What follows belongs to an exercise in optimizing a design on an open flow for small area and a short achievable clock period; a production flow would make more cautious choices.
Where RTL was checked, it was by simulation tests only, not by an equivalence proof against the original.
Only the layout flow was run in runs 1 and 5; the RTL was not checked for function there.
In every run shown here, the design's own scripts or RTL, not TritonCTS, make the clock network.
The clock port is modelled as an ideal driver, which makes a skipped or thinned clock tree look cheaper than it is; a real chip needs a root buffer or a tree.
Power figures rest on the tool's default switching activity, not on a simulated workload.

--- flow/config.mk ---
export PLATFORM = sky130hd
export DESIGN_NAME = debug_top
export DESIGN_NICKNAME = debug_top
export VERILOG_FILES = /design/flow/design.v
export SDC_FILE = /design/flow/constraint.sdc
export NUM_CORES = 4
export LEC_CHECK = 0
export CAP_MARGIN = 20
export CORE_MARGIN = 2
export CORE_UTILIZATION = 60
export CTS_BUF_LIST = sky130_fd_sc_hd__clkbuf_16
export CTS_CLUSTER_DIAMETER = 80
export CTS_CLUSTER_SIZE = 25
export SETUP_SLACK_MARGIN = 3.9
export SLEW_MARGIN = 20
--- flow/design.v ---
package dbg_pkg;
	typedef logic [7:0] sample_t;
	typedef logic [31:0] count_t;
	typedef logic [3:0] ir_t;
	typedef enum logic [3:0] {
		TEST_LOGIC_RESET,
		RUN_TEST_IDLE,
		SELECT_DR,
		CAPTURE_DR,
		SHIFT_DR,
		EXIT1_DR,
		PAUSE_DR,
		EXIT2_DR,
		UPDATE_DR,
		SELECT_IR,
		CAPTURE_IR,
		SHIFT_IR,
		EXIT1_IR,
		PAUSE_IR,
		EXIT2_IR,
		UPDATE_IR
	} tap_state_t;
	localparam ir_t IR_IDCODE   = 4'h1;
	localparam ir_t IR_CTRL     = 4'h2;
	localparam ir_t IR_STATUS   = 4'h3;
	localparam ir_t IR_MEM_ADDR = 4'h4;
	localparam ir_t IR_MEM_DATA = 4'h5;
	localparam ir_t IR_BYPASS   = 4'hF;
	localparam logic [31:0] IDCODE_VAL = 32'h1DB9_0A5F;
	localparam int CTRL_W   = 8;
	localparam int STATUS_W = 65;
	localparam int DR_MAX_W = 65;
endpackage
`timescale 1ns/1ns
`default_nettype none
module debug_top #(
	parameter int ADDR_W = 6
) (
	input wire logic clk,
	input wire logic reset_i,
	input wire logic tck_i,
	input wire logic tms_i,
	input wire logic tdi_i,
	output logic tdo_o,
	input wire logic rx_bit_i,
	input wire logic rx_valid_i,
	input wire dbg_pkg::sample_t sample_i,
	input wire logic sample_valid_i
);
	localparam int DRW = dbg_pkg::DR_MAX_W;
	localparam int DEPTH = 2 ** ADDR_W;
	logic [1:0] tck_sync_q;
	logic [1:0] tms_sync_q;
	logic [1:0] tdi_sync_q;
	logic rise_q;
	logic fall_q;
	always_ff @(posedge clk) begin
		if (reset_i) begin
			tck_sync_q <= '0;
			tms_sync_q <= '1;
			tdi_sync_q <= '0;
			rise_q <= 1'b0;
			fall_q <= 1'b0;
		end else begin
			tck_sync_q <= {tck_sync_q[0], tck_i};
			tms_sync_q <= {tms_sync_q[0], tms_i};
			tdi_sync_q <= {tdi_sync_q[0], tdi_i};
			rise_q <= tck_sync_q[0] & ~tck_sync_q[1];
			fall_q <= ~tck_sync_q[0] & tck_sync_q[1];
		end
	end
	wire tms = tms_sync_q[1];
	wire tdi = tdi_sync_q[1];
	dbg_pkg::tap_state_t state_q;
	dbg_pkg::tap_state_t state_d;
	always_comb begin
		case (state_q)
			dbg_pkg::TEST_LOGIC_RESET: state_d = tms ? dbg_pkg::TEST_LOGIC_RESET : dbg_pkg::RUN_TEST_IDLE;
			dbg_pkg::RUN_TEST_IDLE:    state_d = tms ? dbg_pkg::SELECT_DR : dbg_pkg::RUN_TEST_IDLE;
			dbg_pkg::SELECT_DR:        state_d = tms ? dbg_pkg::SELECT_IR : dbg_pkg::CAPTURE_DR;
			dbg_pkg::CAPTURE_DR,
			dbg_pkg::SHIFT_DR:         state_d = tms ? dbg_pkg::EXIT1_DR : dbg_pkg::SHIFT_DR;
			dbg_pkg::EXIT1_DR:         state_d = tms ? dbg_pkg::UPDATE_DR : dbg_pkg::PAUSE_DR;
			dbg_pkg::PAUSE_DR:         state_d = tms ? dbg_pkg::EXIT2_DR : dbg_pkg::PAUSE_DR;
			dbg_pkg::EXIT2_DR:         state_d = tms ? dbg_pkg::UPDATE_DR : dbg_pkg::SHIFT_DR;
			dbg_pkg::SELECT_IR:        state_d = tms ? dbg_pkg::TEST_LOGIC_RESET : dbg_pkg::CAPTURE_IR;
			dbg_pkg::CAPTURE_IR,
			dbg_pkg::SHIFT_IR:         state_d = tms ? dbg_pkg::EXIT1_IR : dbg_pkg::SHIFT_IR;
			dbg_pkg::EXIT1_IR:         state_d = tms ? dbg_pkg::UPDATE_IR : dbg_pkg::PAUSE_IR;
			dbg_pkg::PAUSE_IR:         state_d = tms ? dbg_pkg::EXIT2_IR : dbg_pkg::PAUSE_IR;
			dbg_pkg::EXIT2_IR:         state_d = tms ? dbg_pkg::UPDATE_IR : dbg_pkg::SHIFT_IR;
			default:                   state_d = tms ? dbg_pkg::SELECT_DR : dbg_pkg::RUN_TEST_IDLE;
		endcase
	end
	wire st_tlr    = (state_q == dbg_pkg::TEST_LOGIC_RESET);
	wire st_cap_dr = (state_q == dbg_pkg::CAPTURE_DR);
	wire st_sh_dr  = (state_q == dbg_pkg::SHIFT_DR);
	wire st_upd_dr = (state_q == dbg_pkg::UPDATE_DR);
	wire st_cap_ir = (state_q == dbg_pkg::CAPTURE_IR);
	wire st_sh_ir  = (state_q == dbg_pkg::SHIFT_IR);
	wire st_upd_ir = (state_q == dbg_pkg::UPDATE_IR);
	logic [DRW-1:0] dr_sr;
	logic status_late_q;
	dbg_pkg::count_t correct_q;
	dbg_pkg::count_t total_q;
	logic [DRW-1:0] dr_cap;
	dbg_pkg::ir_t ir_q;
	logic [6:0] shift_cnt_q;
	logic [7:0] first_q;
	logic [7:0] upd_val;
	always_ff @(posedge clk) begin
		if (rise_q) begin
			if (st_cap_ir)
				dr_sr <= {4'b0001, {(DRW - 4){1'b0}}};
			else if (st_cap_dr)
				dr_sr <= dr_cap;
			else if (st_sh_dr || st_sh_ir)
				dr_sr <= {tdi, dr_sr[DRW-1:1]};
		end else if (status_late_q) begin
			dr_sr[63:0] <= {correct_q, total_q};
		end
	end
	always_ff @(posedge clk) begin
		if (rise_q && st_cap_dr) begin
			shift_cnt_q <= '0;
			first_q <= '0;
		end else if (rise_q && st_sh_dr) begin
			if (shift_cnt_q != 7'(DRW))
				shift_cnt_q <= shift_cnt_q + 1'b1;
			if (shift_cnt_q[6:3] == 4'd0)
				first_q[shift_cnt_q[2:0]] <= tdi;
		end
	end
	assign upd_val = (shift_cnt_q == 7'(DRW)) ? dr_sr[7:0] : first_q;
	wire is_idcode = (ir_q == dbg_pkg::IR_IDCODE);
	wire is_ctrl   = (ir_q == dbg_pkg::IR_CTRL);
	wire is_status = (ir_q == dbg_pkg::IR_STATUS);
	wire is_addr   = (ir_q == dbg_pkg::IR_MEM_ADDR);
	wire is_data   = (ir_q == dbg_pkg::IR_MEM_DATA);
	wire is_bypass = (ir_q == dbg_pkg::IR_BYPASS);
	logic tdo_n_q;
	logic tdo_d;
	always_comb begin
		tdo_d = ~tdo_n_q;
		if (reset_i)
			tdo_d = 1'b0;
		else if (fall_q) begin
			if (st_sh_ir)
				tdo_d = dr_sr[DRW-4];
			else if (st_sh_dr)
				tdo_d = is_bypass ? dr_sr[DRW-1] : status_late_q ? total_q[0] : dr_sr[0];
			else
				tdo_d = 1'b0;
		end
	end
	always_ff @(posedge clk) begin
		tdo_o <= tdo_d;
		tdo_n_q <= ~tdo_d;
	end
	always_ff @(posedge clk) begin
		if (reset_i) begin
			state_q <= dbg_pkg::TEST_LOGIC_RESET;
			ir_q <= dbg_pkg::IR_IDCODE;
		end else begin
			if (st_tlr)
				ir_q <= dbg_pkg::IR_IDCODE;
			if (rise_q) begin
				state_q <= state_d;
				if (st_upd_ir)
					ir_q <= dr_sr[DRW-1:DRW-4];
			end
		end
	end
	logic [7:1] ctrl_q;
	logic cap_arm_q;
	logic rd_req_q;
	logic [ADDR_W-1:0] rd_addr_q;
	dbg_pkg::sample_t data_q;
	logic wr_en_q;
	logic cap_done_q;
	dbg_pkg::sample_t rd_cand_q [4];
	logic [1:0] rd_hi_q;
	logic rd_grant_q;
	dbg_pkg::sample_t rd_fresh;
	wire upd = rise_q && st_upd_dr;
	wire rd_grant = rd_req_q && !wr_en_q;
	always_ff @(posedge clk) begin
		if (reset_i) begin
			ctrl_q <= '0;
			cap_arm_q <= 1'b0;
			rd_req_q <= 1'b0;
			rd_addr_q <= '0;
		end else begin
			cap_arm_q <= 1'b0;
			if (upd && is_ctrl) begin
				ctrl_q <= upd_val[7:1];
				cap_arm_q <= upd_val[0];
			end
			if (rd_grant)
				rd_req_q <= 1'b0;
			if (upd && is_addr) begin
				rd_addr_q <= upd_val[ADDR_W-1:0];
				rd_req_q <= 1'b1;
			end
		end
	end
	always_comb begin
		dr_cap = '0;
		if (is_idcode)
			dr_cap[31:0] = dbg_pkg::IDCODE_VAL;
		else if (is_ctrl)
			dr_cap[7:0] = {ctrl_q, 1'b0};
		else if (is_status)
			dr_cap = {cap_done_q, 64'd0};   
		else if (is_addr)
			dr_cap[ADDR_W-1:0] = rd_addr_q;
		else if (is_data)
			dr_cap[7:0] = rd_grant_q ? rd_fresh : data_q;
	end
	dbg_pkg::sample_t mem [DEPTH];
	dbg_pkg::sample_t wr_data_q;
	logic cap_active_q;
	logic [ADDR_W-1:0] wr_ptr_q;
	logic [7:0] wr_grp_q;
	for (genvar k = 0; k < DEPTH; k++) begin : g_row
		always_ff @(posedge clk) begin
			if (wr_grp_q[k / 8] && wr_ptr_q[2:0] == 3'(k % 8))
				mem[k] <= wr_data_q;
		end
	end
	for (genvar g = 0; g < 4; g++) begin : g_cand
		dbg_pkg::sample_t lvl [31];
		for (genvar i = 0; i < 16; i++) begin : g_leaf
			assign lvl[15 + i] = mem[g * 16 + i];
		end
		for (genvar n = 14; n >= 0; n--) begin : g_node
			localparam int D = $clog2(n + 2) - 1;
			assign lvl[n] = rd_addr_q[3 - D] ? lvl[2 * n + 2] : lvl[2 * n + 1];
		end
		always_ff @(posedge clk)
			rd_cand_q[g] <= lvl[0];
	end
	assign rd_fresh = rd_cand_q[rd_hi_q];
	always_ff @(posedge clk) begin
		rd_hi_q <= rd_addr_q[5:4];
		rd_grant_q <= rd_grant;
		if (rd_grant_q)
			data_q <= rd_fresh;
	end
	wire cap_take = cap_active_q && sample_valid_i;
	wire [ADDR_W-1:0] wr_ptr_inc = wr_ptr_q + 1'b1;
	always_ff @(posedge clk) begin
		wr_data_q <= sample_i;
		if (reset_i) begin
			cap_active_q <= 1'b0;
			wr_ptr_q <= '1;
			wr_en_q <= 1'b0;
			wr_grp_q <= '0;
			cap_done_q <= 1'b0;
		end else begin
			wr_en_q <= 1'b0;
			wr_grp_q <= '0;
			if (cap_arm_q) begin
				cap_active_q <= 1'b1;
				wr_ptr_q <= '1;
				cap_done_q <= 1'b0;
			end else if (cap_take) begin
				wr_en_q <= 1'b1;
				wr_grp_q[wr_ptr_inc[5:3]] <= 1'b1;
				wr_ptr_q <= wr_ptr_inc;
				if (wr_ptr_q == ADDR_W'(DEPTH - 2)) begin
					cap_active_q <= 1'b0;
					cap_done_q <= 1'b1;
				end
			end
		end
	end
	logic [6:0] hist_q;
	logic [2:0] seen_q;
	logic rx_valid_q;
	logic rx_bit_q;
	logic prbs_clr_q;
	wire predicted = hist_q[5] ^ hist_q[6];
	wire primed = (seen_q == 3'd7);
	always_ff @(posedge clk) begin
		rx_valid_q <= rx_valid_i;
		rx_bit_q <= rx_bit_i;
		prbs_clr_q <= reset_i || !ctrl_q[1];
		status_late_q <= rise_q && st_cap_dr && is_status;
	end
	always_ff @(posedge clk) begin
		if (prbs_clr_q) begin
			hist_q <= '0;
			seen_q <= '0;
			correct_q <= '0;
			total_q <= '0;
		end else if (rx_valid_q) begin
			hist_q <= {hist_q[5:0], rx_bit_q};
			if (primed) begin
				total_q <= total_q + 1'b1;
				if (rx_bit_q == predicted)
					correct_q <= correct_q + 1'b1;
			end else begin
				seen_q <= seen_q + 1'b1;
			end
		end
	end
endmodule
`default_nettype wire
--- flow/flow/run.sh ---
#!/bin/bash
# Layout flow: the standard flow (standard.sh, unchanged synthesis),
# except that clock tree synthesis builds a two-level tree (flow/mytree.tcl):
# the clock port feeds 4 root clkbuf_16, each driving the clkbuf_16 leaf
# buffers of one quadrant; each leaf drives a cluster of about 24 flip-flops.
# The rest of ORFS's CTS step (placement legalisation, setup/hold repair)
# runs as usual. Each step's make output is logged in this folder; ORFS's
# own per-tool logs are under orfs/logs.
set -euo pipefail
here=$(pwd)

bash standard.sh place > std_1_place.log 2>&1

# ORFS scripts with cts.tcl's clock_tree_synthesis call replaced
mkdir -p scripts_cts
cp -r "$FLOW_HOME"/scripts/. scripts_cts/
sed -i "s#^log_cmd clock_tree_synthesis {\*}\$cts_args#source $here/flow/mytree.tcl; build_clock_tree 24 4; set_propagated_clock [all_clocks]#" scripts_cts/cts.tcl
grep -q "build_clock_tree 24 4" scripts_cts/cts.tcl
bash standard.sh SCRIPTS_DIR="$here/scripts_cts" cts > std_2_cts.log 2>&1

bash standard.sh finish > std_3_finish.log 2>&1
--- flow/constraint.sdc ---
create_clock -name core_clock -period 6.0 [get_ports {clk}]
set_input_delay 1.2000 -clock core_clock [delete_from_list [all_inputs] [get_ports {clk}]]
set_output_delay 1.2000 -clock core_clock [all_outputs]
set_load 0.01 [all_outputs]
--- flow/standard.sh ---
#!/bin/bash
# synth_recipe.tcl (not shown) runs the flow's synth.tcl, then flattens the netlist and writes it again
# the make line also repeats each setting of config.mk as NAME=value (left out here)
make -C /OpenROAD-flow-scripts/flow DESIGN_CONFIG=/design/flow/config.mk WORK_HOME=/design/flow/orfs CLKGATE_MAP_FILE= SYNTH_SCRIPT=/design/flow/synth_recipe.tcl "${@:-finish}"
--- flow/flow/mytree.tcl ---
# Two-level clock tree: the clock port drives one root clkbuf_16, which
# drives one clkbuf_16 per cluster of flip-flops (k-means on placement).
proc build_clock_tree { {per_leaf 22} {nroot 4} {iters 12} } {
  set block [ord::get_db_block]
  set db [ord::get_db]
  set master [$db findMaster sky130_fd_sc_hd__clkbuf_16]
  set clk [$block findNet clk]
  set sinks {}
  foreach it [$clk getITerms] {
    set inst [$it getInst]
    set b [$inst getBBox]
    lappend sinks [list $it [expr {([$b xMin] + [$b xMax]) / 2.0}] [expr {([$b yMin] + [$b yMax]) / 2.0}]]
  }
  set n [llength $sinks]
  set k [expr {int(ceil(double($n) / $per_leaf))}]
  # init centroids: spread over sorted order
  set sorted [lsort -real -index 1 $sinks]
  set cx {}; set cy {}
  for {set i 0} {$i < $k} {incr i} {
    set s [lindex $sorted [expr {int(($i + 0.5) * $n / $k)}]]
    lappend cx [lindex $s 1]; lappend cy [lindex $s 2]
  }
  # balanced-ish k-means: capacity-limited assignment
  set cap [expr {int(ceil(double($n) / $k)) + 3}]
  for {set it 0} {$it < $iters} {incr it} {
    set cnt [lrepeat $k 0]
    set assign {}
    # order sinks by distance to their nearest centroid (far ones first get choice)
    foreach s $sinks {
      set x [lindex $s 1]; set y [lindex $s 2]
      set ds {}
      for {set i 0} {$i < $k} {incr i} {
        lappend ds [list $i [expr {abs($x - [lindex $cx $i]) + abs($y - [lindex $cy $i])}]]
      }
      set ds [lsort -real -index 1 $ds]
      foreach d $ds {
        set i [lindex $d 0]
        if {[lindex $cnt $i] < $cap} { lset cnt $i [expr {[lindex $cnt $i] + 1}]; lappend assign $i; break }
      }
    }
    set sx [lrepeat $k 0.0]; set sy [lrepeat $k 0.0]
    foreach s $sinks a $assign {
      lset sx $a [expr {[lindex $sx $a] + [lindex $s 1]}]
      lset sy $a [expr {[lindex $sy $a] + [lindex $s 2]}]
    }
    for {set i 0} {$i < $k} {incr i} {
      if {[lindex $cnt $i] > 0} {
        lset cx $i [expr {[lindex $sx $i] / [lindex $cnt $i]}]
        lset cy $i [expr {[lindex $sy $i] / [lindex $cnt $i]}]
      }
    }
  }
  set leaves {}
  for {set i 0} {$i < $k} {incr i} { lappend leaves [list $i [lindex $cx $i] [lindex $cy $i]] }
  set groups {}
  if {$nroot == 4} {
    set lx [lsort -real -index 1 $leaves]
    set h [expr {$k / 2}]
    foreach half [list [lrange $lx 0 [expr {$h - 1}]] [lrange $lx $h end]] {
      set ly [lsort -real -index 2 $half]
      set h2 [expr {[llength $ly] / 2}]
      lappend groups [lrange $ly 0 [expr {$h2 - 1}]] [lrange $ly $h2 end]
    }
  } elseif {$nroot == 2} {
    set lx [lsort -real -index 1 $leaves]
    set h [expr {$k / 2}]
    set groups [list [lrange $lx 0 [expr {$h - 1}]] [lrange $lx $h end]]
  } else {
    set groups [list $leaves]
  }
  set r 0
  foreach g $groups {
    set rx 0.0; set ry 0.0
    foreach l $g { set rx [expr {$rx + [lindex $l 1]}]; set ry [expr {$ry + [lindex $l 2]}] }
    set rx [expr {int($rx / [llength $g])}]; set ry [expr {int($ry / [llength $g])}]
    set root [odb::dbInst_create $block $master "clkroot_$r"]
    $root setLocation $rx $ry
    $root setPlacementStatus PLACED
    set rnet [odb::dbNet_create $block "clknet_root_$r"]
    $rnet setSigType CLOCK
    [$root findITerm A] connect $clk
    [$root findITerm X] connect $rnet
    foreach l $g {
      set i [lindex $l 0]
      set b [odb::dbInst_create $block $master "clkleaf_$i"]
      $b setLocation [expr {int([lindex $cx $i])}] [expr {int([lindex $cy $i])}]
      $b setPlacementStatus PLACED
      set net [odb::dbNet_create $block "clknet_leaf_$i"]
      $net setSigType CLOCK
      [$b findITerm A] connect $rnet
      [$b findITerm X] connect $net
      set leafnet($i) $net
    }
    incr r
  }
  foreach s $sinks a $assign {
    set itm [lindex $s 0]
    $itm disconnect
    $itm connect $leafnet($a)
  }
  puts "build_clock_tree: $n sinks, $k leaf buffers"
}
==> results of run 1 <==
==> synth_stat cells (5+ instances only) <==
cell / count
nand4_1: 26
mux2i_1: 19
or3_1: 14
buf_1: 6
inv_1: 66
o221ai_1: 7
dfxtp_1: 194
a211oi_1: 16
o22ai_1: 14
mux2_2: 8
nor3_1: 17
nor4_2: 5
nor4_1: 16
buf_2: 24
ha_1: 18
xor2_1: 5
o21ai_0: 62
edfxtp_1: 577
nor2_1: 142
a21oi_1: 28
xnor2_1: 64
nand2_1: 89
nand2b_1: 9
and3_1: 31
nor2b_1: 15
and2_1: 46
o211ai_1: 7
clkbuf_1: 62
mux4_2: 168
a22o_1: 10
nand3_1: 44
==> cell type report <==
type | instances | area, um2
inverters | 67 | 252.7
multi-input cells | 938 | 8894
fillers | 3471 | 17000
repair buffers | 74 | 872.1
flip-flops and latches | 771 | 21280
well taps | 672 | 840.8
plain buffers | 37 | 925.9
==> report_power, final <==
part           switching, mW  internal, mW
clock network           1.50          1.11
logic                 0.0644        0.0303
registers             0.0370          5.71
total                   1.60          6.85
==> through the flow <==
| step | hold WS [ns] | cell area, um2 | worst slack (ns) |
|---|---|---|---|
| after floorplan | 0.3513 | 30380 | 3.900 |
| after global routing | 0.3948 | 33070 | 3.811 |
| after global placement | 0.3621 | 31180 | 3.126 |
| after CTS | 0.3861 | 32610 | 3.745 |
| final | 0.3854 | 33070 | 3.897 |
| after detailed placement | 0.3690 | 31190 | 3.107 |
==> worst reg2reg max path, delay by kind of cell, from the launching register on <==
kind                       cells  cell delay [ns]
DFF                            1             0.38
xor gates and xnor gates       3             0.51
adders and majority gates      2             0.41
and+or+nand+nor                3             0.77
==> timing repair <==
item / 4_1_cts / 5_1_grt
endpoints found under the setup margin: 490 / 308
pin swaps: 7 / 12
gates cloned: 6 / 3
buffers inserted: 18 / 17
gates resized for setup: 67 / 65
==> metal layers <==
metal | track usage | up-vias | routed length (um)
met5 | 0 | - | 0
met4 | 0.06047 | 0 | 1792
met3 | 0.01984 | 99 | 3269
met2 | 0.4535 | 498 | 35380
met1 | 0.3663 | 8429 | 28790
li1 | - | 7163 | -
==> placed cells by master, fill, tap and decap left out, types with 8 or more instances in the layout <==
| cell type | n |
|---|---|
| dfxtp_1 | 164 |
| clkdlybuf4s50_1 | 13 |
| dfxtp_4 | 14 |
| nor3_1 | 13 |
| and3_1 | 30 |
| nor2_1 | 139 |
| and2_2 | 35 |
| edfxtp_1 | 577 |
| o21ai_0 | 62 |
| buf_4 | 36 |
| and2_1 | 11 |
| clkbuf_16 | 39 |
| dfxtp_2 | 16 |
| inv_1 | 66 |
| nand2_1 | 87 |
| a21oi_1 | 27 |
| a211oi_1 | 16 |
| ha_1 | 13 |
| mux2_2 | 8 |
| a22o_1 | 10 |
| o22ai_1 | 14 |
| mux4_2 | 168 |
| nand3_1 | 42 |
| nand4_1 | 26 |
| nor2b_1 | 11 |
| xnor2_1 | 62 |
| mux2i_1 | 19 |
| buf_12 | 10 |
| or3_1 | 14 |
| nor4_1 | 12 |
==> worst max-delay path by stage <==
stage / startpoint / to / slack, ns / depth (start not counted)
after global placement: rd_addr_q[0] / rd_cand_q[1][0] / 3.13 / 3
final: wr_ptr_q[1] / wr_grp_q[4] / 3.90 / 8
after floorplan: wr_ptr_q[0] / wr_grp_q[4] / 3.90 / 9
after global routing: wr_ptr_q[1] / wr_grp_q[4] / 3.81 / 8
after detailed placement: rd_addr_q[0] / rd_cand_q[3][6] / 3.11 / 3
after CTS: wr_ptr_q[1] / wr_grp_q[4] / 3.74 / 8
==> state kept, by name (all words and copies together), names as in the netlist, 3 cells and up <==
signal       count
rd_cand_q       32
total_q         32
seen_q           3
wr_grp_q         8
ir_q             4
data_q           8
ctrl_q           7
wr_data_q        8
correct_q       32
mem            512
first_q          8
hist_q           7
rd_addr_q        6
state_q          4
wr_ptr_q         6
dr_sr           65
shift_cnt_q      7
==> kinds of logic (layout without fill, tap and decap cells) <==
group / count (synthesis) / in the layout / share of synthesized area
muxes: 195 / 195 / 0.1339
adders and majority gates: 18 / 18 / 0.007420
and+or+nand+nor: 477 / 480 / 0.08051
buffers and inverters: 162 / 178 / 0.02131
DFF: 771 / 771 / 0.6988
AOI/OAI and AO/OA: 173 / 174 / 0.03665
xor gates and xnor gates: 71 / 71 / 0.02144
==> impl_metrics.ini, run 1 <==
[clocking]
clkLatencyLatePin_ns = 0.41
path_clk_slew_ns = 0.10
cts_hold_buf = 0

[run_status]
status = timing/DRC/antenna clean

[detailed_routing]
wl_um = 69230
vias = 16190
viasPerCell = 6.326
initialDrtViolationCount = 1428
first_pass_iters = 7
final_antenna_net_count = 0
wire_per_inst_um = 27.05
drc = 0

[floorplanning]
dieArea_um2 = 52400
ios = 17
coreArea_um2 = 50070
dieWidth_um = 228.9
rows = 82
initial_utilization = 0.6062
die_h_um = 228.9

[flow_run]
cap_violations = 0

[synth]
syn_area_per_cell_um2 = 16.26
synth_top_area_cell = edfxtp_1
ys_ff_latch = 771
synth_async_sr_flop_share = 0
synth_edf_count = 577
synth_area_um2 = 30350
netlist_top_cells_area = edfxtp_1 (57%), dfxtp_1 (13%), mux4_2 (12%)
ys_warn_count = 7
synth_seq_area_share = 0.6988
yosys_most_used_dff = edfxtp_1
synth_cell_types = 68
syn_nets = 1901
syn_inst = 1867
post-synth-top-area-fraction = 0.5708

[final_layout]
final_util = 0.6605
finalNonFillerCells = 2559
finalNetCount = 1923
drive_gt1_frac = 0.2104
area_growth_pct = 8.945
antennaDiodeCount = 0

[setup_path]
r2r-start = wr_ptr_q[1]
regToRegEndpoint = wr_grp_q[4]
regToRegSetupSlack_ns = 3.90
cp_slowest_cell = or4_4
max_stage_delay_ns = 0.45
end_kind = flop
crit_type = flop to flop
critPathMaxFanout = 7
r2r_cells = 8
cp_top_family = simple AND/OR/NAND/NOR gates
worst-path-buf-inv = 0
path_cells = ha_4 > and3_4 > xnor2_4 > ha_2 > xor2_2 > xnor2_2 > or4_4 > nor3_2
worstPathArrival_ns = 2.44
cp_data_required_time_ns = 6.33
start_kind = flop

[timing]
max_slew_margin = 0.4337
fin_tns_setup_ns = 0
worstMarginPinSlew_ns = 0.8495
fin_crit_sh = 0.3505
fin_skew_ns = 0.04215
final-setup-viol-count = 0
min_period_ns = 2.103
rsz0062_at_grt = yes
final_hold_viol_count = 0
slew_violations = 0
fmax_mhz = 475.6

[placed_design]
portBuffers = 16
gp_congestion = 0.7843
dp_hpwl_um = 39600
placed_cells = 2478

[pwr]
ir_drop_mv = 0.2062
cellLeakagePower_nw = 10.19
p_per_area_nw_per_um2 = 255.7
power_mw = 8.456

[min_path]
hp-class = flop to flop
worstHoldPathCells = 0
hp-start = rd_addr_q[4]
holdPathEnd = rd_hi_q[0]

[global_route]
grt_util_all_layers = 0.2611
grt_remaining_overflow = 0
grt_max_degree = 65
antenna_found_initial = 0
first_global_vias = 16180
grt_pass1_wl_um = 103100
==> inputs of run 2 (changes only) <==
--- a/flow/design.v
+++ b/flow/design.v
@@ -266,7 +266,9 @@
 				cap_done_q <= 1'b0;
 			end else if (cap_take) begin
 				wr_en_q <= 1'b1;
-				wr_grp_q[wr_ptr_inc[5:3]] <= 1'b1;
+				for (int g = 0; g < 8; g++)
+					wr_grp_q[g] <= (&wr_ptr_q[2:0]) ? (wr_ptr_q[5:3] == 3'(g + 7))
+						: (wr_ptr_q[5:3] == 3'(g));
 				wr_ptr_q <= wr_ptr_inc;
 				if (wr_ptr_q == ADDR_W'(DEPTH - 2)) begin
 					cap_active_q <= 1'b0;
--- a/flow/config.mk
+++ b/flow/config.mk
@@ -11,5 +11,5 @@
 export CTS_BUF_LIST = sky130_fd_sc_hd__clkbuf_16
 export CTS_CLUSTER_DIAMETER = 80
 export CTS_CLUSTER_SIZE = 25
-export SETUP_SLACK_MARGIN = 3.9
+export SETUP_SLACK_MARGIN = 4.05
 export SLEW_MARGIN = 20
==> run 2 against run 1 <==
  * Fmax increased by 1.6%
  * Still clean on timing, DRC and antenna
  * Core utilization increased by 1.3 points
  * Hold slack got worse by 0.0050 ns
  * Clock power about the same
  * Combinational power decreased by 5.9%
  * Cell count increased by 1.4%
  * Die area decreased by 0.28%
  * Power decreased by 0.11%
  * Register-to-register slack improved by 0.03 ns
  * Synthesized cell count decreased by 0.11%
  * Area after synthesis decreased by 0.29%
  * Sequential share of layout area decreased by 1.1 points
==> impl_metrics.ini, run 2 <==
[final_layout]
drive_gt1_frac = 0.2241
finalNetCount = 1956
area_growth_pct = 11.17
top_regs = mem: 512 flops, dr_sr: 65 flops
layout.cells.most_common = edfxtp_1
layout_common_cells = edfxtp_1 (577), dfxtp_1 (167), mux4_2 (164), nor2_1 (129), nand2_1 (96)
antennaDiodeCount = 0
finalNonFillerCells = 2595
largest_register = mem
largest_reg_flops = 512
fillerInstances = 3485

[global_route]
first_global_vias = 16090
grt_pass1_wl_um = 98590
antenna_found_initial = 1
grt_max_degree = 75
grt_remaining_overflow = 0
grt_util_all_layers = 0.2486

[detailed_routing]
initialDrtViolationCount = 1487
wire_per_inst_um = 25.17
first_pass_iters = 5
drc = 0
wl_um = 65320
final_antenna_net_count = 0
viasPerCell = 6.190
vias = 16060

[synth]
syn_nets = 1896
syn_inst = 1865
synth_cell_types = 61
yosys_most_used_dff = edfxtp_1
post-synth-top-area-fraction = 0.5725
synth_top_area_cell = edfxtp_1
netlist_top_cells_area = edfxtp_1 (57%), dfxtp_1 (13%), mux4_2 (12%)
synth_edf_count = 577
yosysMostFrequentCell = edfxtp_1
ys_ff_latch = 771
synth_area_um2 = 30270
synth_seq_area_share = 0.7008
ys_warn_count = 7
synth_async_sr_flop_share = 0
syn_area_per_cell_um2 = 16.23
synth_common_cells = edfxtp_1 (577), dfxtp_1 (194), mux4_2 (164), nor2_1 (134), nand2_1 (99)

[timing]
final_hold_viol_count = 0
slew_violations = 0
min_period_ns = 2.069
final-setup-viol-count = 0
fin_skew_ns = 0.04605
fin_tns_setup_ns = 0
fmax_mhz = 483.2
fin_crit_sh = 0.3449
rsz0062_at_grt = yes
worstMarginPinSlew_ns = 0.8274
max_slew_margin = 0.4484

[flow_run]
cap_violations = 0

[pwr]
ir_drop_mv = 0.2137
p_per_area_nw_per_um2 = 251.0
power.share.clock = 0.308
internal_power_mw = 6.855
p_switching_mw = 1.591
seqPwrFrac = 0.681
cellLeakagePower_nw = 10.56
swShare = 0.1884
pwr-share-comb = 0.011

[setup_path]
regToRegEndpoint = rd_cand_q[1][3]
start_kind = flop
r2r-start = rd_addr_q[0]
cp_data_required_time_ns = 6.27
end_kind = flop
cp-startpoint = rd_addr_q[0]
r2r_cells = 6
critPathMaxFanout = 6
crit_end = rd_cand_q[1][3]
regToRegSetupSlack_ns = 3.93
worstPathArrival_ns = 2.34
crit_type = flop to flop

[placed_design]
dp_hpwl_um = 36250
gp_congestion = 0.8020
portBuffers = 16
placed_cells = 2470

[floorplanning]
die_h_um = 228.6
coreArea_um2 = 49970
dieWidth_um = 228.6
initial_utilization = 0.6057
ios = 17
rows = 82
dieArea_um2 = 52260

[run_status]
status = timing/DRC/antenna clean

[min_path]
hp-class = flop to flop
hp-start = rd_addr_q[5]

[clocking]
path_clk_slew_ns = 0.10
clkLatencyLatePin_ns = 0.41
## run 2: cell types whose count changed after synthesis, moves of 5 or more
cell,previous run,this run
nor4_1,16,3
xnor2_1,64,53
nand2_1,89,99
clkbuf_1,62,71
mux2i_1,19,28
nor2_1,142,134
and4_1,2,8
nand4_1,26,32
xor2_1,5,11
a221oi_1,4,9
## run 2: per-stage QoR
step / worst slack (ns) / hold WS, ns / area, um2 / utilization / power, mW
global route: 3.904 / 0.3768 / 33640 / 0.6734 / 8.670
CTS: 3.888 / 0.3708 / 33160 / 0.6636 / 8.491
finish: 3.931 / 0.3805 / 33640 / 0.6734 / 8.446
detailed placement: 2.871 / 0.3702 / 31080 / 0.6220 / 5.956
global placement: 2.979 / 0.3749 / 31080 / 0.6220 / 5.950
floorplan: 3.987 / 0.3441 / 30340 / - / 5.906
## run 2: cell families after synthesis
group	count (synthesis)	synth area share
XOR/XNOR	65	0.01926
adder cells (fa/ha/maj)	15	0.006201
AND/OR/NAND/NOR	488	0.08405
multiplexers	201	0.1346
flip-flops	771	0.7008
buffers and inverters	162	0.02104
AO/OA/AOI/OAI	163	0.03398
## run 2: metal layers
layer  vias up  wire (um)  track usage
met1      8301      26810       0.3466
met2       425      33560       0.4316
met3        96       3107      0.01859
li1       7238          -            -
met4         2       1824      0.06311
met5         -         13            0
## run 2: how the worst min path moves through the flow
stage | endpoint | depth (start not counted)
3_3_place_gp | rd_hi_q[0] | 0
4_1_cts | rd_hi_q[1] | 0
3_5_place_dp | rd_hi_q[0] | 0
6_report | rd_hi_q[1] | 0
2_1_floorplan | rd_hi_q[1] | 0
5_1_grt | rd_hi_q[1] | 0
## run 2: area by class of cell
type	instances	area [um2]	share of cell area
sequential	771	21280	0.6325
multi-input combinational	938	8793	0.2614
tap	672	840.8	0.02499
timing repair inverter	1	7.507	0.0002231
timing repair buffer	114	1562	0.04641
inverter	62	236.5	0.007029
buffer	37	925.9	0.02752
## run 2: what timing repair did
action,4_1_cts,5_1_grt
setup buffers,38,25
hold buffers,0,0
pin swaps,6,11
cloned,20,5
gates resized for setup,125,43
endpoints found under the setup margin,672,279
## run 2: power by group through the flow
stage	registers (mW)	clock network [mW]	logic, mW
3_5_place_dp	5.88	0	0.0749
6_report	5.75	2.60	0.0891
4_1_cts	5.76	2.65	0.0858
2_1_floorplan	5.87	0	0.0365
5_1_grt	5.76	2.81	0.0970
3_3_place_gp	5.88	0	0.0721
## run 2: worst max-delay path, stage by stage, from the launching register on
cell and delay, ns:
dfxtp_4 0.39, buf_12 0.15, buf_12 0.16, buf_12 0.11
buf_16 0.12, mux4_2 0.54, mux4_2 0.46
==> inputs of run 3 (changes only) <==
--- a/flow/config.mk
+++ b/flow/config.mk
@@ -7,9 +7,9 @@
 export LEC_CHECK = 0
 export CAP_MARGIN = 20
 export CORE_MARGIN = 2
-export CORE_UTILIZATION = 60
+export CORE_UTILIZATION = 66
 export CTS_BUF_LIST = sky130_fd_sc_hd__clkbuf_16
 export CTS_CLUSTER_DIAMETER = 80
 export CTS_CLUSTER_SIZE = 25
-export SETUP_SLACK_MARGIN = 4.05
+export SETUP_SLACK_MARGIN = 3.9
 export SLEW_MARGIN = 20
==> run 3 against run 2 <==
  * Clock power hardly changed
  * Register-to-register slack hardly changed
  * Area after synthesis stayed put
  * Via count hardly changed
  * Worst setup slack better by 0.0018 ns
  * Power is 0.18% lower
  * Clock skew is 0.0065 ns lower
  * Flip-flop and latch count stayed put
  * Routed wire length is 3.5% lower
==> impl_metrics.ini, run 3 <==
[synth]
yosysMostFrequentCell = edfxtp_1
synth_async_sr_flop_share = 0
ys_ff_latch = 771
synth_common_cells = edfxtp_1 (577), dfxtp_1 (194), mux4_2 (164), nor2_1 (134), nand2_1 (99)
synth_top_area_cell = edfxtp_1
synth_seq_area_share = 0.7008
synth_area_um2 = 30270
syn_nets = 1896
synth_cell_types = 61
synth_edf_count = 577
post-synth-top-area-fraction = 0.5725
syn_inst = 1865
ys_warn_count = 7
syn_area_per_cell_um2 = 16.23
netlist_top_cells_area = edfxtp_1 (57%), dfxtp_1 (13%), mux4_2 (12%)
yosys_most_used_dff = edfxtp_1

[floorplanning]
initial_utilization = 0.6684
dieWidth_um = 218.1
coreArea_um2 = 45280
ios = 17
rows = 78
dieArea_um2 = 47590
die_h_um = 218.1

[final_layout]
largest_reg_flops = 512
area_growth_pct = 7.966
top_regs = mem: 512 flops, dr_sr: 65 flops
final_util = 0.7216
layout_common_cells = edfxtp_1 (577), dfxtp_1 (173), mux4_2 (164), nor2_1 (129), nand2_1 (98)
drive_gt1_frac = 0.1880
finalNetCount = 1911
fillerInstances = 2816
antennaDiodeCount = 0
largest_register = mem
layout.cells.most_common = edfxtp_1

[setup_path]
critPathMaxFanout = 9
crit_type = flop to flop
worstPathArrival_ns = 2.33
r2r_cells = 4
r2r-start = rd_addr_q[0]
crit_end = rd_cand_q[3][4]
start_kind = flop
cp_data_required_time_ns = 6.27
cp-startpoint = rd_addr_q[0]
end_kind = flop
regToRegEndpoint = rd_cand_q[3][4]
regToRegSetupSlack_ns = 3.93

[detailed_routing]
wl_um = 63050
wire_per_inst_um = 25.44
wl_met3_um = 4553
wl_met1_um = 25570
final_antenna_net_count = 0
routed-wl-met2_um = 31580
vias = 16070
initialDrtViolationCount = 1713
drc = 0
top_layer_used = met4
first_pass_iters = 5
viasPerCell = 6.484

[timing]
fin_crit_sh = 0.3446
final_hold_viol_count = 0
slew_violations = 0
fin_tns_setup_ns = 0
worst_slack_ns = 3.932
worstMarginPinSlew_ns = 0.8125
final-setup-viol-count = 0
fin_skew_ns = 0.03952
min_period_ns = 2.068
rsz0062_at_grt = yes
max_slew_margin = 0.4583
fmax_mhz = 483.6

[global_route]
antenna_found_initial = 0
grt_remaining_overflow = 0
first_global_vias = 15810
grt_max_degree = 75
grt_util_all_layers = 0.2661
grt_pass1_wl_um = 95540

[flow_run]
cap_violations = 0

[clocking]
clkLatencyLatePin_ns = 0.39
path_clk_slew_ns = 0.10

[pwr]
power_mw = 8.431
p_per_area_nw_per_um2 = 258.0
cellLeakagePower_nw = 10.17
ir_drop_mv = 0.2456

[run_status]
status = timing/DRC/antenna clean

[placed_design]
portBuffers = 16
gp_congestion = 0.8152
dp_slack_ns = 3.064
dp_hpwl_um = 36970

[min_path]
hp-class = flop to flop
==> run 3: layout make-up <==
class	instances	area, um2	share of cell area
flip-flops and latches	771	21260	0.6507
multi-input cells	938	8707	0.2665
plain buffers	37	925.9	0.02834
repair buffers	69	789.5	0.02416
well taps	600	750.7	0.02297
inverters	62	236.5	0.007237
repair inverters	1	5.005	0.0001532
==> run 3: kinds of logic after synthesis <==
kind of cell | Yosys count | share of synthesized area
flip-flops | 771 | 0.7008
AND/OR/NAND/NOR | 488 | 0.08405
multiplexers | 201 | 0.1346
AO/OA/AOI/OAI | 163 | 0.03398
buffers and inverters | 162 | 0.02104
XOR/XNOR | 65 | 0.01926
adder cells (fa/ha/maj) | 15 | 0.006201
==> run 3: worst min path at each step <==
stage             startpoint    endpoint  slack [ns]  depth (start not counted)
2_1_floorplan   rd_addr_q[5]  rd_hi_q[1]        0.34                          0
3_3_place_gp    rd_addr_q[4]  rd_hi_q[0]        0.39                          0
3_5_place_dp    rd_addr_q[4]  rd_hi_q[0]        0.39                          0
4_1_cts        tck_sync_q[1]      rise_q        0.41                          1
5_1_grt         rd_addr_q[4]  rd_hi_q[0]        0.43                          0
6_report       tck_sync_q[1]      rise_q        0.42                          1
==> run 3: routing by layer <==
metal  vias to the layer above  global-route usage
li1                       7131                   -
met1                      8244              0.3850
met2                       602              0.4513
met3                        91             0.02742
met4                         0             0.05034
met5                         -                   0
==> run 3: power breakdown <==
group | internal, mW | switching (mW) | total [mW]
Clock | 1.11 | 1.48 | 2.59
Sequential | 5.71 | 0.0578 | 5.77
Combinational | 0.0322 | 0.0397 | 0.0719
==> run 3: critical path, stage by stage (launching register included) <==
cell       delay [ns]
dfxtp_4          0.43
buf_4            0.28
clkbuf_16        0.24
mux4_2           0.53
mux4_2           0.47
==> run 3: stage by stage <==
stage / instances / instance area [um2] / hold WS (ns)
4_1_cts: 2463 / 32390 / 0.4143
3_5_place_dp: 2396 / 30970 / 0.3903
5_1_grt: 2478 / 32680 / 0.4262
3_3_place_gp: 2395 / 30940 / 0.3886
2_1_floorplan: 1865 / 30280 / 0.3441
6_report: 2478 / 32680 / 0.4152
==> run 3: what timing repair did <==
item / in CTS / in global routing
hold buffers: 0 / 0
buffers inserted: 24 / 12
endpoints found under the setup margin: 552 / 346
gates cloned: 6 / 3
endpoints found under the hold margin: 0 / 0
gates resized for setup: 59 / 36
pin swaps: 5 / 5
==> inputs of run 4 (changes only) <==
--- a/flow/config.mk
+++ b/flow/config.mk
@@ -7,7 +7,7 @@
 export LEC_CHECK = 0
 export CAP_MARGIN = 20
 export CORE_MARGIN = 2
-export CORE_UTILIZATION = 66
+export CORE_UTILIZATION = 60
 export CTS_BUF_LIST = sky130_fd_sc_hd__clkbuf_16
 export CTS_CLUSTER_DIAMETER = 80
 export CTS_CLUSTER_SIZE = 25
==> run 4 against run 3 <==
  * Still clean
  * Area after synthesis unchanged
  * Design area about the same
  * Register-to-register slack about the same
  * Flip-flop and latch count unchanged
  * Sequential share of layout area down 0.059 points
  * Via count down 1.7%
  * Critical path depth unchanged
  * Cell count up 2.8%
  * Fmax up 0.26%
  * Synthesized cell count unchanged
  * Hold slack worse by 0.0060 ns
  * Critical path type unchanged
  * Critical endpoint is now rd_cand_q[2][4]
==> impl_metrics.ini, run 4 <==
[run_status]
status = timing/DRC/antenna clean

[synth]
synth_seq_area_share = 0.7008
synth_top_area_cell = edfxtp_1
synth_cell_types = 61
ys_warn_count = 7
syn_area_per_cell_um2 = 16.23
syn_nets = 1896
synth_common_cells = edfxtp_1 (577), dfxtp_1 (194), mux4_2 (164), nor2_1 (134), nand2_1 (99)
ys_ff_latch = 771
yosysMostFrequentCell = edfxtp_1
yosys_most_used_dff = edfxtp_1
syn_inst = 1865
synth_area_um2 = 30270
synth_async_sr_flop_share = 0
synth_edf_count = 577
netlist_top_cells_area = edfxtp_1 (57%), dfxtp_1 (13%), mux4_2 (12%)
post-synth-top-area-fraction = 0.5725

[timing]
worst_slack_ns = 3.938
final_hold_viol_count = 0
rsz0062_at_grt = no
final-setup-viol-count = 0
slew_violations = 0
max_slew_margin = 0.4183
fin_tns_setup_ns = 0
fin_crit_sh = 0.3437
min_period_ns = 2.062
hold_ws_ns = 0.4092
fmax_mhz = 484.9
worstMarginPinSlew_ns = 0.8725
fin_skew_ns = 0.04206

[setup_path]
max_stage_delay_ns = 0.56
worstPathArrival_ns = 2.33
path_cells = buf_4 > buf_12 > mux4_2 > mux4_2
cp_slowest_cell = mux4_2
crit_type = flop to flop
start_kind = flop
crit_path_frequent_cell = mux4_2
critPathMaxFanout = 22
cp_data_required_time_ns = 6.27
end_kind = flop

[final_layout]
final_util = 0.6545
area_growth_pct = 8.045
layout.cells.most_common = edfxtp_1
largest_register = mem
fillerInstances = 3569
antennaDiodeCount = 0
finalNetCount = 1908
drive_gt1_frac = 0.1931
layout_common_cells = edfxtp_1 (577), dfxtp_1 (172), mux4_2 (164), nor2_1 (129), nand2_1 (98)
largest_reg_flops = 512
finalNonFillerCells = 2547
top_regs = mem: 512 flops, dr_sr: 65 flops
finalInstanceArea_um2 = 32700

[placed_design]
dp_hpwl_um = 37160
gp_congestion = 0.7826
placed_cells = 2473
dpl_cell_area_um2 = 31060
portBuffers = 16
dp_slack_ns = 3.051

[detailed_routing]
drc = 0
vias = 15790
final_antenna_net_count = 0
wire_per_inst_um = 24.97
first_pass_iters = 5
viasPerCell = 6.199
wl_um = 63610
initialDrtViolationCount = 1372

[floorplanning]
initial_utilization = 0.6057
ios = 17
dieWidth_um = 228.6
die_h_um = 228.6
rows = 82
coreArea_um2 = 49970
dieArea_um2 = 52260

[clocking]
path_clk_slew_ns = 0.10
clkLatencyLatePin_ns = 0.41

[global_route]
first_global_vias = 15750
grt_remaining_overflow = 0
grt_max_degree = 75
grt_pass1_wl_um = 97390
antenna_found_initial = 5
grt_util_all_layers = 0.2448

[pwr]
ir_drop_mv = 0.2338
cellLeakagePower_nw = 10.13
power_mw = 8.439
p_per_area_nw_per_um2 = 258.1

[min_path]
hp-class = flop to flop

[flow_run]
cap_violations = 0
[run 4: cell counts after synthesis]
No cell type changed its count.
[run 4: logic make-up after synthesis]
logic type	Yosys count	synth area share
flops	771	0.7008
simple gates	488	0.08405
mux	201	0.1346
compound gates	163	0.03398
buf+inv	162	0.02104
xor+xnor	65	0.01926
fa+ha+maj	15	0.006201
[run 4: layer usage]
layer	GRT usage	part of all wire	up-vias
met5	0	0.00042	-
met4	0.03840	0.018	4
met3	0.02295	0.048	65
met2	0.4271	0.51	386
met1	0.3464	0.42	8204
li1	-	-	7131
[run 4: timing repair]
item,CTS,global route
hold buffers,0,0
pin swaps,3,6
endpoints found under the setup margin,494,325
setup buffers,21,8
gates cloned,8,0
resized for setup,63,45
[run 4: final timing paths]
path | startpoint | to | slack [ns] | cells after the start
max reg2reg | rd_addr_q[0] | rd_cand_q[2][4] | 3.94 | 4
min | rd_addr_q[5] | rd_hi_q[1] | 0.41 | 0
min reg2reg | rd_addr_q[5] | rd_hi_q[1] | 0.41 | 0
max | rd_addr_q[0] | rd_cand_q[2][4] | 3.94 | 4
[run 4: power by group]
part	switching (mW)	internal (mW)
clock network	1.49	1.11
logic	0.0616	0.0317
registers	0.0343	5.71
[run 4: area by class of cell]
type / count / area (um2) / share of cell area
flip-flops and latches: 771 / 21260 / 0.6501
multi-input cells: 937 / 8702 / 0.2661
plain buffers: 37 / 925.9 / 0.02831
well taps: 672 / 840.8 / 0.02571
repair buffers: 67 / 732.0 / 0.02238
inverters: 62 / 236.5 / 0.007232
repair inverters: 1 / 5.005 / 0.0001531
[run 4: worst max-delay path, delay by kind of cell (launching register included)]
family                 cells  cell delay [ns]
buffers and inverters      2             0.41
DFF                        1             0.50
muxes                      2             1.02
==> inputs of run 5 (changes only) <==
--- a/flow/design.v
+++ b/flow/design.v
@@ -175,6 +175,7 @@
 	logic cap_arm_q;
 	logic rd_req_q;
 	logic [ADDR_W-1:0] rd_addr_q;
+	logic [1:0] rd_lo_n_q;   
 	dbg_pkg::sample_t data_q;
 	logic wr_en_q;
 	logic cap_done_q;
@@ -190,6 +191,7 @@
 			cap_arm_q <= 1'b0;
 			rd_req_q <= 1'b0;
 			rd_addr_q <= '0;
+			rd_lo_n_q <= '1;
 		end else begin
 			cap_arm_q <= 1'b0;
 			if (upd && is_ctrl) begin
@@ -200,6 +202,7 @@
 				rd_req_q <= 1'b0;
 			if (upd && is_addr) begin
 				rd_addr_q <= upd_val[ADDR_W-1:0];
+				rd_lo_n_q <= ~upd_val[1:0];
 				rd_req_q <= 1'b1;
 			end
 		end
@@ -230,12 +233,13 @@
 	end
 	for (genvar g = 0; g < 4; g++) begin : g_cand
 		dbg_pkg::sample_t lvl [31];
+		wire [3:0] sel = (g < 2) ? rd_addr_q[3:0] : {rd_addr_q[3:2], ~rd_lo_n_q};
 		for (genvar i = 0; i < 16; i++) begin : g_leaf
 			assign lvl[15 + i] = mem[g * 16 + i];
 		end
 		for (genvar n = 14; n >= 0; n--) begin : g_node
 			localparam int D = $clog2(n + 2) - 1;
-			assign lvl[n] = rd_addr_q[3 - D] ? lvl[2 * n + 2] : lvl[2 * n + 1];
+			assign lvl[n] = sel[3 - D] ? lvl[2 * n + 2] : lvl[2 * n + 1];
 		end
 		always_ff @(posedge clk)
 			rd_cand_q[g] <= lvl[0];
==> run 5 against run 4 <==
  * Clock power about the same
  * Hold slack worse by 0.0059 ns
  * Core utilization about the same
  * Design area up 0.45%
  * Global-route usage grew 0.36 points
  * Synthesized cell count decreased by 1.7%
  * Die area grew 0.62%
  * Power barely moved
  * Area after synthesis grew 0.63%
==> impl_metrics.ini, run 5 <==
[run_status]
status = timing/DRC/antenna clean

[final_layout]
fillerInstances = 3553
area_growth_pct = 7.851
largest_register = mem
finalInstanceArea_um2 = 32850
largest_reg_flops = 512
finalNetCount = 1877
drive_gt1_frac = 0.1985
layout.cells.most_common = edfxtp_1
multi_input_area_um2 = 8826
seq_area_um2 = 21310
layout_common_cells = edfxtp_1 (577), dfxtp_1 (171), mux4_2 (168), nor2_1 (120), nand2_1 (77)
top_regs = mem: 512 flops, dr_sr: 65 flops

[synth]
syn_area_per_cell_um2 = 16.61
yosys.area_share.adder = 0.006162
synth_edf_count = 577
ys_ff_latch = 773
syn_inst = 1834
netlist_top_cells_area = edfxtp_1 (57%), dfxtp_1 (13%), mux4_2 (12%)
syn_nets = 1865
synth_seq_area_share = 0.6977
synth_cell_types = 73
muxShareOfSynthArea = 0.1338
post-synth-top-area-fraction = 0.5689
synth_compound_area_frac = 0.03927
synth_async_sr_flop_share = 0
synth_common_cells = edfxtp_1 (577), dfxtp_1 (196), mux4_2 (168), nor2_1 (123), nand2_1 (78)
yosys_most_used_dff = edfxtp_1
synth-xor-area-share = 0.01861
synth_top_area_cell = edfxtp_1
synth_top_family_by_area = multiplexers
synth_area_um2 = 30460
ys_warn_count = 7
yosysMostFrequentCell = edfxtp_1
synth-simple-area-share = 0.08220

[timing]
fin_skew_ns = 0.03820
worst_slack_ns = 3.913
min_period_ns = 2.087
max_slew_margin = 0.4565
fin_tns_setup_ns = 0
worstMarginPinSlew_ns = 0.8153
fin_crit_sh = 0.3479
final-setup-viol-count = 0
rsz0062_at_grt = yes
final_hold_viol_count = 0
slew_violations = 0
fmax_mhz = 479.1

[detailed_routing]
vias = 15900
viasPerCell = 6.318
initialDrtViolationCount = 1310
final_antenna_net_count = 0
wire_per_inst_um = 25.93
drc = 0
first_pass_iters = 5
wl_um = 65270

[floorplanning]
initial_utilization = 0.6071
dieArea_um2 = 52580
dieWidth_um = 229.3
ios = 17
coreArea_um2 = 50170
rows = 82
die_h_um = 229.3

[placed_design]
dp_hpwl_um = 38200
gp_congestion = 0.8211
dpl_cell_area_um2 = 31190
portBuffers = 16
dp_slack_ns = 3.180

[pwr]
p_per_area_nw_per_um2 = 257.1
internal_power_mw = 6.863
ir_drop_mv = 0.2143
swShare = 0.1872
power.share.clock = 0.307
p_switching_mw = 1.581
seqPwrFrac = 0.682
pwr-share-comb = 0.011
cellLeakagePower_nw = 10.23

[clocking]
path_clk_slew_ns = 0.10
clkLatencyLatePin_ns = 0.40

[setup_path]
cp_data_required_time_ns = 6.05
worstPathArrival_ns = 2.13
cp-startpoint = wr_ptr_q[0]
critPathMaxFanout = 10
start_kind = flop
end_kind = flop
regToRegSetupSlack_ns = 3.91
r2r-start = wr_ptr_q[0]
crit_type = flop to flop

[global_route]
grt_remaining_overflow = 0
antenna_found_initial = 4
grt_pass1_wl_um = 98840
grt_max_degree = 76
grt_util_all_layers = 0.2484
first_global_vias = 15720

[min_path]
hp-class = flop to flop
hp-start = rd_addr_q[4]

[flow_run]
cap_violations = 0
run 5: cells by family after synthesis:
family	after synthesis
and+or+nand+nor	459
DFF	773
adders and majority gates	15
xor gates and xnor gates	63
buffers and inverters	152
AOI/OAI and AO/OA	176
muxes	196
run 5: power groups by stage:
stage                     clock network, mW  registers (mW)  logic, mW
after CTS                              2.64            5.76     0.0905
after global placement                    0            5.89     0.0806
after detailed placement                  0            5.89     0.0835
after floorplan                           0            5.88     0.0362
after global routing                   2.82            5.76     0.0991
final                                  2.59            5.76     0.0908
run 5: final cells by class:
type	count	share of cell area
diodes	1	0.00007618
plain buffers	37	0.02819
inverters	53	0.006056
multi-input cells	914	0.2687
flip-flops and latches	773	0.6486
well taps	672	0.02560
repair buffers	67	0.02274
run 5: worst paths after layout:
path / end / depth (start not counted)
worst min register to register: rd_hi_q[0] / 0
worst max register to register: mem[26][3] / 5
worst max-delay path: mem[26][3] / 5
worst min-delay path: rd_hi_q[0] / 0
run 5: critical path: stages (launching register included):
cell and delay [ns]:
dfxtp_1 0.40, inv_1 0.12, ha_2 0.38, nor2b_2 0.29, buf_4 0.22, and2_2 0.34
run 5: timing repair:
action	CTS	global route
gates cloned	4	2
pin swaps	8	10
setup endpoints to repair	533	203
resized for setup	67	28
endpoints found under the hold margin	0	0
hold buffers	0	0
setup buffers	22	9
run 5: per-stage QoR:
| stage | hold slack, ns | total power [mW] | utilization | instances |
|---|---|---|---|---|
| global placement | 0.3809 | 5.966 | 0.6214 | 2442 |
| global route | 0.4135 | 8.679 | 0.6547 | 2516 |
| detailed placement | 0.3846 | 5.969 | 0.6216 | 2442 |
| floorplan | 0.3510 | 5.916 | - | 1834 |
| CTS | 0.4018 | 8.492 | 0.6503 | 2505 |
| finish | 0.4033 | 8.444 | 0.6547 | 2517 |
run 5: per-layer routing:
metal  vias up  GRT usage  routed length [um]
met5         -          0                  13
met4         2    0.07021                2123
met3       108    0.03088                3719
met2       476     0.4116               32000
met1      8215     0.3528               27400
li1       7101          -                   -

port drivers added, routing unchanged:
Ports are ideal in the flow. The routed layouts listed here were re-timed in OpenROAD.
Step 1 assumes that a clkbuf_16 drives the clock port and a buf_2 every other input.
Step 2 also shifts input and output timing later by t, the mid clock arrival at the registers, as if the neighbouring blocks saw the same clock.
Slacks: ideal ports / drivers / drivers and shift; pairs: ideal ports / drivers.
| run | t, ns | slack for setup (ns) | hold WS [ns] | worst setup path after step 2 | slew at the worst register clock pin (ns) |
|---|---|---|---|---|---|
| run 1 | 0.520 | 3.897 / 3.835 / 3.671 | 0.385 / 0.385 / 0.385 | input to register | 0.10 / 0.10 |
| run 2 | 0.506 | 3.931 / 3.852 / 3.755 | 0.380 / 0.380 / 0.380 | input to register | 0.11 / 0.11 |
| run 3 | 0.492 | 3.932 / 3.864 / 3.694 | 0.415 / 0.415 / 0.415 | input to register | 0.10 / 0.10 |
| run 4 | 0.507 | 3.938 / 3.868 / 3.625 | 0.409 / 0.409 / 0.409 | input to register | 0.10 / 0.10 |
| run 5 | 0.504 | 3.913 / 3.874 / 3.520 | 0.403 / 0.403 / 0.403 | input to register | 0.10 / 0.10 |
After both steps every run listed still meets setup and hold. For run 5, which loses most, drivers alone change the setup slack by -0.039 ns; drivers and shift together by -0.393 ns.
